Background: an optimization exercise with open tools, aiming at small area, a short achievable clock period and few clock cycles. Do not read the settings as production practice.
In this exercise RTL edits were held to simulation tests only and were not proved equivalent to the original.
Power is estimated from default activity; no workload was simulated. The flow treats the clock pin as an ideal source, which a real chip does not have.

==> flow/design.v <==
package egress_stamper_pkg;
    localparam int PACKET_XFER_LEN = 32;
    localparam int LEN_MSB  = 31;
    localparam int LEN_LSB  = 24;
    localparam int DEST_MSB = 15;
    localparam int DEST_LSB = 8;
    localparam int SRC_MSB  = 15;
    localparam int SRC_LSB  = 8;
    localparam int MIN_PKT_BYTES = 24;
    localparam int END_TIME_IDX  = 5;
    localparam int RING_SLOTS = 63;
    function automatic logic len_legal(input logic [7:0] len);
        len_legal = (len[1:0] == 2'b00) && (len[7:2] >= 6'd6);
    endfunction
endpackage
module pkt_ring #(
    parameter int DATA_W = 32,
    parameter int SLOTS  = 63
) (
    input  logic              clk,
    input  logic              we,
    input  logic [DATA_W-1:0] wdata,
    output logic [DATA_W-1:0] rdata
);
    logic [DATA_W-1:0] stage [SLOTS];
    always_ff @(posedge clk) begin
        stage[0] <= we ? wdata : stage[SLOTS-1];
        for (int i = 1; i < SLOTS; i++) begin
            stage[i] <= stage[i-1];
        end
    end
    assign rdata = stage[SLOTS-2];
endmodule
module egress_stamper #(
    parameter int PACKET_XFER_LEN = egress_stamper_pkg::PACKET_XFER_LEN,
    parameter int MAX_WORDS       = 64
) (
    input  logic                       clk,
    input  logic                       reset,
    input  logic                       in_valid,
    input  logic                       in_sop,
    input  logic [PACKET_XFER_LEN-1:0] in_data,
    output logic                       in_ready,
    input  logic [31:0]                counter,
    input  logic                       egress_full,
    output logic                       out_write_en,
    output logic [PACKET_XFER_LEN-1:0] out_data,
    output logic                       busy,
    output logic                       drop_pulse,
    output logic [15:0]                drop_count
);
    localparam int L = egress_stamper_pkg::RING_SLOTS;
    function automatic logic [5:0] inc_slot(input logic [5:0] s);
        inc_slot = (s == 6'(L - 1)) ? 6'd0 : s + 6'd1;
    endfunction
    logic [5:0] ph, rs, rs2;       
    logic       collecting;        
    logic [5:0] cs;                
    logic [5:0] wrem;              
    logic       lastq;             
    logic [5:0] tail;              
    logic [5:0] nh;                
    logic       hdr_at;            
    logic [9:0] npkt;              
    logic [5:0] bcnt;              
    logic       bl_nz;             
    logic [2:0] bidx;              
    logic       tapsel, ctrsel;    
    logic       ef_q;              
    logic       dvalid;
    logic [PACKET_XFER_LEN-1:0] tap;
    logic bl_gt1, bl_one, bidx4, w2, npk_nz;
    logic rs_eq_tail, rs_eq_nh, rs_eq_cs, rs2_eq_nh, rs2_eq_cs, skip;
    assign bl_gt1        = (bcnt[5:2] != 4'd0) || (bcnt[1:0] == 2'd3);
    assign bl_one        = bl_nz && !bl_gt1;
    assign bidx4         = (bidx == 3'(egress_stamper_pkg::END_TIME_IDX - 1));
    assign w2            = (wrem == 6'd3);
    assign npk_nz        = npkt[0];
    assign rs_eq_tail    = (rs == tail);
    assign rs_eq_nh      = (rs == nh);
    assign rs_eq_cs      = (rs == cs);
    assign rs2_eq_nh     = (rs2 == nh);
    assign rs2_eq_cs     = (rs2 == cs);
    assign skip          = dvalid && !bl_nz && !npk_nz;
    logic acc, sop_legal, sop_acc, dat_acc, cnow, start, egress_ok;
    logic hdr_new, abort_legal, abort_bad, direct_hdr, keep_dead;
    assign acc         = in_valid && in_ready;
    assign sop_legal   = egress_stamper_pkg::len_legal(in_data[31:24]);
    assign sop_acc     = acc && in_sop;
    assign dat_acc     = acc && !in_sop && collecting;
    assign cnow        = dat_acc && lastq;
    assign hdr_new     = sop_acc && sop_legal;
    assign abort_legal = hdr_new && collecting;
    assign abort_bad   = sop_acc && !sop_legal && collecting;
    assign egress_ok   = !egress_full || !ef_q;
    assign start       = hdr_at && !bl_nz && egress_ok && (npk_nz || cnow);
    assign direct_hdr  = hdr_new && (collecting ? (!npk_nz && !bl_nz) : !busy);
    assign keep_dead   = abort_legal && !direct_hdr;
    logic       collecting_n, dvalid_n, bl_nz_n, busy_n, in_ready_n, we_n;
    logic [9:0] npkt_n;
    logic       we;                
    logic       tail_is_rs_n, nh_is_rs_n, hdr_at_n, lastq_n;
    logic [5:0] tail_n, nh_n;
    assign nh_n = direct_hdr ? ph : skip ? cs : bl_one ? rs2 : nh;
    assign dvalid_n = !direct_hdr && !skip && (dvalid || abort_legal);
    assign tail_n = (hdr_new || dat_acc) ? rs : abort_bad ? cs : tail;
    assign collecting_n = hdr_new || (collecting && !abort_bad && !cnow);
    assign lastq_n = !sop_acc && (dat_acc ? w2 : lastq);
    assign bl_nz_n   = start || bl_gt1;
    assign npkt_n = start ? (cnow ? npkt : {1'b0, npkt[9:1]}) :
                            (cnow ? {npkt[8:0], 1'b1} : npkt);
    assign busy_n = bl_gt1 || npk_nz || (collecting ? !abort_bad : hdr_new);
    assign tail_is_rs_n = hdr_new || dat_acc || rs_eq_tail;
    assign nh_is_rs_n   = direct_hdr ? 1'b0 : skip ? rs_eq_cs : (!bl_one && rs_eq_nh);
    assign we_n       = !busy_n || (tail_is_rs_n && (bl_nz_n || !nh_is_rs_n));
    assign in_ready_n = !busy_n ||
                        (!(sop_acc && collecting) && !(dvalid && !skip) &&
                         tail_is_rs_n && (bl_nz_n || !nh_is_rs_n));
    assign hdr_at_n = !direct_hdr && (skip ? rs2_eq_cs : (bl_one || rs2_eq_nh));
    logic drop_any, drop_two, dc_sat, dc_sat_n;
    logic [15:0] dc_m1, dc_m2;
    assign drop_any = sop_acc && (collecting || !sop_legal);
    assign drop_two = sop_acc && collecting && !sop_legal;
    always_comb begin
        dc_m1[0] = 1'b1;
        dc_m2[0] = 1'b0;
        dc_m2[1] = 1'b1;
        for (int i = 1; i < 16; i++) dc_m1[i] = dc_m1[i-1] && drop_count[i-1];
        for (int i = 2; i < 16; i++) dc_m2[i] = dc_m2[i-1] && drop_count[i-1];
    end
    assign dc_sat_n = dc_sat ||
                      (drop_any && (drop_count == 16'hFFFD)) ||
                      (drop_two && (drop_count == 16'hFFFC));
    pkt_ring #(
        .DATA_W(PACKET_XFER_LEN),
        .SLOTS (L)
    ) u_ring (
        .clk  (clk),
        .we   (we),
        .wdata(in_data),
        .rdata(tap)
    );
    always_ff @(posedge clk) begin
        ef_q <= egress_full;
        if (reset) begin
            ph           <= 6'd0;
            rs           <= 6'd1;
            rs2          <= 6'd2;
            collecting   <= 1'b0;
            lastq        <= 1'b0;
            npkt         <= '0;
            bcnt         <= 6'd0;
            bl_nz        <= 1'b0;
            tapsel       <= 1'b0;
            ctrsel       <= 1'b0;
            hdr_at       <= 1'b0;
            dvalid       <= 1'b0;
            drop_pulse   <= 1'b0;
            drop_count   <= 16'd0;
            dc_sat       <= 1'b0;
            out_write_en <= 1'b0;
            out_data     <= '0;
            busy         <= 1'b0;
            in_ready     <= 1'b1;
            we           <= 1'b1;
        end else begin
            ph  <= rs;
            rs  <= rs2;
            rs2 <= inc_slot(rs2);
            drop_pulse <= drop_any;
            dc_sat     <= dc_sat_n;
            if (drop_any) begin
                drop_count <= dc_sat ? 16'hFFFF : (drop_count ^ (drop_two ? dc_m2 : dc_m1));
            end
            out_write_en <= start;
            out_data     <= (tap & {PACKET_XFER_LEN{start || tapsel}}) |
                            (PACKET_XFER_LEN'(counter) & {PACKET_XFER_LEN{ctrsel}});
            tapsel <= start || (bl_gt1 && !bidx4);
            ctrsel <= bl_gt1 && bidx4;
            if (start) begin
                bcnt <= tap[31:26];
                bidx <= 3'd1;
            end else if (bl_nz) begin
                bcnt <= bcnt - 6'd1;
                if (bidx != 3'd7) bidx <= bidx + 3'd1;
            end
            bl_nz   <= bl_nz_n;
            npkt    <= npkt_n;
            nh         <= nh_n;
            hdr_at     <= hdr_at_n;
            dvalid     <= dvalid_n;
            tail       <= tail_n;
            collecting <= collecting_n;
            lastq      <= lastq_n;
            busy       <= busy_n;
            in_ready   <= in_ready_n;
            we         <= we_n;
        end
        if (hdr_new) begin
            cs   <= ph;
            wrem <= in_data[31:26];
        end else if (dat_acc) begin
            wrem <= wrem - 6'd1;
        end
    end
endmodule
Settings: LEC_CHECK=0, ABC_AREA=1, ABC_CLOCK_PERIOD_IN_PS=1800, CAP_MARGIN=20, CORE_MARGIN=2, CORE_UTILIZATION=55, CTS_BUF_LIST=sky130_fd_sc_hd__clkbuf_4 sky130_fd_sc_hd__clkbuf_8 sky130_fd_sc_hd__clkbuf_16, CTS_CLUSTER_DIAMETER=100, CTS_CLUSTER_SIZE=30, SETUP_SLACK_MARGIN=2.2, SLEW_MARGIN=20; clock period 4.0 ns.
standard.sh (not shown) runs the stock make flow with config.mk's settings and CLKGATE_MAP_FILE= SYNTH_SCRIPT=/design/flow/synth_recipe.tcl, a recipe that flattens the netlist after the stock synthesis.
==> flow/flow/run.sh <==
#!/bin/bash
# The standard layout (standard.sh) with two changes to how it is made:
# ports are buffered with buf_2 cells rather than delay cells, and the clock
# tree gets no dummy loads. standard.sh's whole output goes to standard.log;
# ORFS keeps each step's own log under orfs/logs.
set -euo pipefail
export BUFFER_PORTS_ARGS="-buffer_cell sky130_fd_sc_hd__buf_2"
export CTS_ARGS="-sink_clustering_enable -repair_clock_nets -dont_use_dummy_load -sink_clustering_size 30 -sink_clustering_max_diameter 100 -buf_list {sky130_fd_sc_hd__clkbuf_4 sky130_fd_sc_hd__clkbuf_8 sky130_fd_sc_hd__clkbuf_16}"
bash standard.sh > standard.log 2>&1
Testbench counts at the start, summed over its fixed seeds: cycles 29,379.
Rerun with:
ABC_AREA = not set   (was 1)
SETUP_SLACK_MARGIN = 2.1   (was 2.2)
After rerunning:
- The changed run finished clean
- power falls by 1.8%
- design area falls by about 0.7%
- worst setup slack improves by 0.0095 ns
- area after synthesis stays flat
- clock skew falls by 0.011 ns
- routed wire length falls by 3.4%

==> port drivers added, routing unchanged <==
Ports are ideal in the flow. The routed layouts listed here were re-timed in OpenROAD.
Step 1, drivers: a clkbuf_16 drives clk and a buf_2 each remaining input, both assumed.
Step 2 times the ports against the registers' clock, not the clock port: input delays grow and output delays shrink by t, the midpoint of the rising clock arrivals with the driver on.
Three values: ideal, step 1, step 2; two values: the first two.
run	t (ns)	setup slack, ns	worst setup path after step 2	worst register clock-pin slew, ns	worst slew at a driven data input, ns
the first run	0.683	2.069 / 2.005 / 1.556	input to register	0.11 / 0.11	0.11
the second run	0.673	2.078 / 2.020 / 1.409	input to register	0.11 / 0.11	0.09
After both steps every run listed still meets setup and hold. The setup slack of the second run, which loses most, moves by -0.058 ns with the drivers and by -0.669 ns with both steps.
